This is an optimization exercise on Yosys and OpenROAD, whose aim is small area, a short achievable clock period and few clock cycles, not a production implementation.
RTL that was checked went through simulation tests only; none was proved equivalent to the original.
No activity file was given, so power comes from the tool's default toggle rates.

// isp_top
module isp_top (
    input  logic             clk,
    input  logic             rst_n,
    input  logic             in_valid,
    input  logic             in_mode,
    input  isp_pkg::ratio_t  in_ratio_mode,
    input  logic             pix_valid,
    input  isp_pkg::beat_t   pix_data,
    output logic             busy,
    output logic             out_valid,
    output isp_pkg::result_t out_data
);
Size: about 2300 cells after synthesis, roughly 560 flip-flops, ~150 I/O pins.
export LEC_CHECK = 0
export ABC_AREA = 1
export CAP_MARGIN = 20
export CORE_MARGIN = 2
export CORE_UTILIZATION = 66
export CTS_CLUSTER_DIAMETER = 80
export CTS_CLUSTER_SIZE = 30
export SETUP_SLACK_MARGIN = 5
export SLEW_MARGIN = 20
create_clock -name core_clock -period 8.0 [get_ports {clk}]
standard.sh (not shown) runs the stock make flow with config.mk's settings and CLKGATE_MAP_FILE= SYNTH_SCRIPT=/design/flow/synth_recipe.tcl, a recipe that flattens the netlist after the stock synthesis.
==> flow/flow/run.sh <==
#!/bin/bash
# The standard layout (standard.sh), with plain buffers (buf_1) on the
# ports instead of the delay buffers buffer_ports picks by default, and
# timing repair aimed at a setup slack of 5.3 ns.
set -euo pipefail
mkdir -p logs
export BUFFER_PORTS_ARGS="-buffer_cell sky130_fd_sc_hd__buf_1"
bash standard.sh SETUP_SLACK_MARGIN=5.3 finish > logs/standard.log 2>&1
The baseline finished clean.
Testbench counts at the start, summed over its fixed seeds: cycles 18,626.
Change:
CORE_UTILIZATION = 60   (was 66)
CTS_BUF_LIST = sky130_fd_sc_hd__clkbuf_16 sky130_fd_sc_hd__clkbuf_8   (was not set)
CTS_CLUSTER_DIAMETER = 120   (was 80)
=> The new run finished with timing, DRC and antenna clean. Clock-buffer cell count goes down by 13. Routed wire length decreases by 3.1%. Clock skew hardly moves. Cell area is lower by 2.0%. Sequential share of layout area grows by 0.99 points. Maximum frequency shrinks by 0.33%. Setup slack is worse by 0.0090 ns. Die area rises by 9.8%. Clock power is lower by 23%. Register-to-register slack is worse by 0.03 ns. First-iteration DRC count rose by 8.1%.

========
Another version of the RTL of isp_top (not shown whole).
Size in the first run: roughly 2300 cells after synthesis, about 150 I/O pins, roughly 25000 µm² of cells after synthesis.
## isp_top
module isp_top (
    input  logic             clk,
    input  logic             rst_n,
    input  logic             in_valid,
    input  logic             in_mode,
    input  isp_pkg::ratio_t  in_ratio_mode,
    input  logic             pix_valid,
    input  isp_pkg::beat_t   pix_data,
    output logic             busy,
    output logic             out_valid,
    output isp_pkg::result_t out_data
);
clock: 8.0 ns
lec_check: 0
abc_area: 1
cap_margin: 20
core_margin: 2
core_utilization: 60
cts_cluster_diameter: 80
cts_cluster_size: 30
setup_slack_margin: 5
slew_margin: 20
tns_end_percent: 30
==> flow/flow/run.sh <==
#!/bin/bash
# The standard layout (standard.sh), with plain buffers (buf_1) on the
# ports instead of the delay buffers buffer_ports picks by default, and
# timing repair aimed at a setup slack of 5 ns.
set -euo pipefail
mkdir -p logs
export BUFFER_PORTS_ARGS="-buffer_cell sky130_fd_sc_hd__buf_1"
bash standard.sh SETUP_SLACK_MARGIN=5 finish > logs/standard.log 2>&1
Testbench counts at the start, summed over its fixed seeds: cycles 18,626.
Then changed:
==> flow/flow/run.sh (replaced) <==
#!/bin/bash
# The standard layout (standard.sh), with plain buffers (buf_1) on the
# ports instead of the delay buffers buffer_ports picks by default.
set -euo pipefail
mkdir -p logs
export BUFFER_PORTS_ARGS="-buffer_cell sky130_fd_sc_hd__buf_1"
bash standard.sh > logs/standard.log 2>&1
Settings changed: TNS_END_PERCENT 30 to not set.
Result:
- The new run produced a clean layout
- sequential share of layout area barely changes
- cell area is about the same
- setup slack improves by 6.4 ps
- first-iteration DRC count rose by 7.0%
- fmax is about the same
- via count fell by 0.66%
- total power fell by 1.8%
- global-route usage fell by 0.18 points
- utilization barely changes
- wire length fell by 0.63%
- clock-buffer cell count stays the same
Then changed:
==> flow/flow/run.sh (replaced) <==
#!/bin/bash
# The standard layout (standard.sh), with plain buffers (buf_1) on the
# ports instead of the delay buffers buffer_ports picks by default, and
# timing repair aimed at a setup slack of 5 ns.
set -euo pipefail
mkdir -p logs
export BUFFER_PORTS_ARGS="-buffer_cell sky130_fd_sc_hd__buf_1"
bash standard.sh SETUP_SLACK_MARGIN=5 finish > logs/standard.log 2>&1
Settings changed: TNS_END_PERCENT set to 10.
Register-to-register slack stays flat.
Power is higher by 1.7%.
Clock-buffer cell count is unchanged.
Final area is about the same.
Then changed:
--- a/flow/flow/run.sh
+++ b/flow/flow/run.sh
@@ -4 +4 @@
-# timing repair aimed at a setup slack of 5 ns.
+# timing repair aimed at a setup slack of 5.3 ns.
@@ -8 +8 @@
-bash standard.sh SETUP_SLACK_MARGIN=5 finish > logs/standard.log 2>&1
+bash standard.sh SETUP_SLACK_MARGIN=5.3 finish > logs/standard.log 2>&1
Settings changed: TNS_END_PERCENT 10 to not set.
The new run went through all stages and came out clean.
Total power went up by 5.5%.
Maximum frequency went up by 4.2%.
Hold slack barely changes.
Count of clock-buffer cells in the layout went down by 1.
Wire length went up by 5.1%.
Synthesized area does not change.

========
Another version of the RTL of isp_top (not shown whole).
Size in the first run: ~2,900 cells after synthesis, roughly 550 flip-flops, about 150 I/O pins.
clock: 8.0 ns
lec_check: 0
abc_area: 1
cap_margin: 20
core_margin: 2
core_utilization: 40
cts_buf_list: sky130_fd_sc_hd__clkbuf_8
setup_slack_margin: 5
slew_margin: 20
run.sh (not shown) runs the stock make flow with config.mk's settings and CLKGATE_MAP_FILE= SYNTH_SCRIPT=/design/flow/synth_recipe.tcl, a recipe that flattens the netlist after the stock synthesis.
Stock flow here: none of the scripts above is used.
Testbench counts at the start, summed over its fixed seeds: cycles 18,560.
Edit:
--- a/flow/config.mk
+++ b/flow/config.mk
@@ -11,2 +11,3 @@
-export CORE_UTILIZATION = 40
-export CTS_BUF_LIST = sky130_fd_sc_hd__clkbuf_8
+export CORE_UTILIZATION = 60
+export CTS_CLUSTER_DIAMETER = 80
+export CTS_CLUSTER_SIZE = 30
Result: Worst setup slack gets worse by 0.016 ns; count of clock-buffer cells in the layout drops by 65; sequential share of layout area climbs by 1.8 points; routed wire length drops by about 4%; area after synthesis stays the same.
Edit:
--- a/flow/config.mk
+++ b/flow/config.mk
@@ -11,3 +11,2 @@
-export CORE_UTILIZATION = 60
-export CTS_CLUSTER_DIAMETER = 80
-export CTS_CLUSTER_SIZE = 30
+export CORE_UTILIZATION = 40
+export CTS_BUF_LIST = sky130_fd_sc_hd__clkbuf_4
Effect: The changed run completed with no timing, DRC or antenna violations; routed wire length grows by a few percent; area after synthesis does not change; global-route usage is lower by 7.8 points; cell area came out higher by a few percent; register-to-register slack is worse by 0.07 ns; clock power is higher by well over a third; synthesized cell count stays the same; die area increases by well over a third.
Edit:
--- a/flow/config.mk
+++ b/flow/config.mk
@@ -12 +11,0 @@
-export CTS_BUF_LIST = sky130_fd_sc_hd__clkbuf_4
After rerunning: Clock power is higher by roughly a tenth. Sequential share of layout area came out lower by 0.26 points. Worst setup slack gets better by 0.14 ns. Non-clock buffer count grows by 5. Cell area grows slightly. Combinational power barely changes. Wire length fell slightly. Utilization is higher by 0.28 points. Maximum frequency rises by a few percent. Count of clock-buffer cells in the layout came out lower by 141.
Edit:
--- a/flow/config.mk
+++ b/flow/config.mk
@@ -11,0 +12,2 @@
+export CTS_CLUSTER_DIAMETER = 80
+export CTS_CLUSTER_SIZE = 30
Effect: Global-route usage drops by 0.39 points; final cell count came out lower by 1.4%; non-clock buffer count increases by 1; worst setup slack improves by 0.0030 ns; via count fell by 1.2%; register-to-register slack is worse by 0.02 ns; routed wire length went down by 1.2%.
Edit:
--- a/flow/config.mk
+++ b/flow/config.mk
@@ -8 +7,0 @@
-export ABC_AREA = 1
@@ -12,2 +10,0 @@
-export CTS_CLUSTER_DIAMETER = 80
-export CTS_CLUSTER_SIZE = 30
After rerunning: Synthesized cell count shrinks by 23%. Non-clock buffer count came out higher by 46. Clock skew fell by 0.011 ns. Via count drops by 12%. Die area falls by 3.5%. Register-to-register slack loses 0.32 ns. Routed wire length is lower by 3.6%. Power is higher by 12%. Setup slack loses 0.27 ns. Fmax went down by 8.2%.

========
isp_top, a different RTL version from the one above (not shown whole).
For scale: roughly 2100 cells after synthesis, about 27000 µm² of cells after synthesis.
## isp_top
module isp_top (
    input  logic             clk,
    input  logic             rst_n,
    input  logic             in_valid,
    input  logic             in_mode,
    input  isp_pkg::ratio_t  in_ratio_mode,
    input  logic             pix_valid,
    input  isp_pkg::beat_t   pix_data,
    output logic             busy,
    output logic             out_valid,
    output isp_pkg::result_t out_data
);
    logic [7:0] bcnt;       
    logic       mode_q;
    logic [1:0] ratio_q;
    logic       busy_q;
    logic       rmode;      
    logic [1:0] rratio;
    logic       last0;
    assign last0 = pix_valid && (bcnt == 8'd191);
    always_ff @(posedge clk or negedge rst_n) begin
        if (!rst_n) begin
            bcnt    <= '0;
            mode_q  <= 1'b0;
            ratio_q <= '0;
            busy_q  <= 1'b0;
            rmode   <= 1'b0;
            rratio  <= '0;
        end else begin
            if (in_valid) begin
                bcnt    <= '0;
                mode_q  <= in_mode;
                ratio_q <= in_ratio_mode;
                busy_q  <= 1'b1;
            end else if (pix_valid) begin
                bcnt <= last0 ? 8'd0 : bcnt + 8'd1;
                if (last0) begin
                    busy_q <= 1'b0;
                end
            end
            if (last0) begin
                rmode  <= mode_q;
                rratio <= ratio_q;
            end
        end
    end
    assign busy = busy_q;
    logic red0, green0, blue0, wrow0;
    assign red0   = (bcnt[7:6] == 2'd0);
    assign green0 = (bcnt[7:6] == 2'd1);
    assign blue0  = (bcnt[7:6] == 2'd2);
    assign wrow0  = (bcnt[5:0] >= 6'd26) && (bcnt[5:0] <= 6'd37);
    logic       sat;
    logic [3:0] thr;
    logic [7:0] colmask0;
    logic [127:0] xbits;
    assign sat = mode_q && (ratio_q == 2'd3);
  ...
clock: 8.0 ns
lec_check: 0
cap_margin: 20
core_margin: 2
core_utilization: 40
setup_slack_margin: 5
slew_margin: 20
==> next run, changes <==
Settings changed: SETUP_SLACK_MARGIN 5 to 0.2.
Outcome:
- die area stays the same
- wire length drops by 8.6%
- core utilization drops by 3.6 points
- worst setup slack gets worse by 0.36 ns
- global-route usage drops by 1.2 points
- power drops by 7.6%
- sequential power drops by about 1%
No run of this note included a check of the RTL's function; only the layout flow was run.

==> port drivers added, routing unchanged <==
In the flow no input, the clock included, has a driving cell. The finished layouts below were timed again as built, in two steps.
Step 1: set_driving_cell puts a clkbuf_16 on clk and a buf_2 on each other input, an assumption about the parent block.
Step 2, shift: input delay + t, output delay - t, t = (earliest + latest rising clock arrival at the registers) / 2. This alone moves slack from input paths to output paths.
Three values: no drivers, after step 1, after step 2; two values: the first two.
run	shift t [ns]	setup slack, ns	latest minus earliest clock arrival (ns)	pins driven straight from the clock port
the first run of note 1	0.644	5.321 / 5.291 / 4.692	0.024 / 0.024	1
the second run of note 1	0.626	5.312 / 5.306 / 4.713	0.020 / 0.020	1
the first run of note 2	0.645	5.088 / 5.115 / 4.470	0.019 / 0.019	1
the second run of note 2	0.633	5.094 / 5.115 / 4.483	0.034 / 0.033	1
the third run of note 2	0.646	5.100 / 5.127 / 4.481	0.020 / 0.020	1
the fourth run of note 2	0.667	5.216 / 5.209 / 4.684	0.027 / 0.027	1
the first run of note 3	0.734	5.045 / 5.033 / 4.335	0.051 / 0.051	1
the second run of note 3	0.655	5.029 / 4.992 / 4.406	0.030 / 0.030	1
the third run of note 3	0.992	4.889 / 4.832 / 4.179	0.063 / 0.063	1
the fourth run of note 3	0.675	5.026 / 5.007 / 4.390	0.037 / 0.037	1
the fifth run of note 3	0.664	5.029 / 5.020 / 4.401	0.048 / 0.047	1
the sixth run of note 3	0.691	4.763 / 4.763 / 4.379	0.032 / 0.031	1
the first run of note 4	0.675	4.262 / 4.262 / 4.090	0.065 / 0.065	1
the second run of note 4	0.674	3.897 / 3.897 / 3.558	0.061 / 0.060	1
After both steps setup and hold are still met in every run listed.
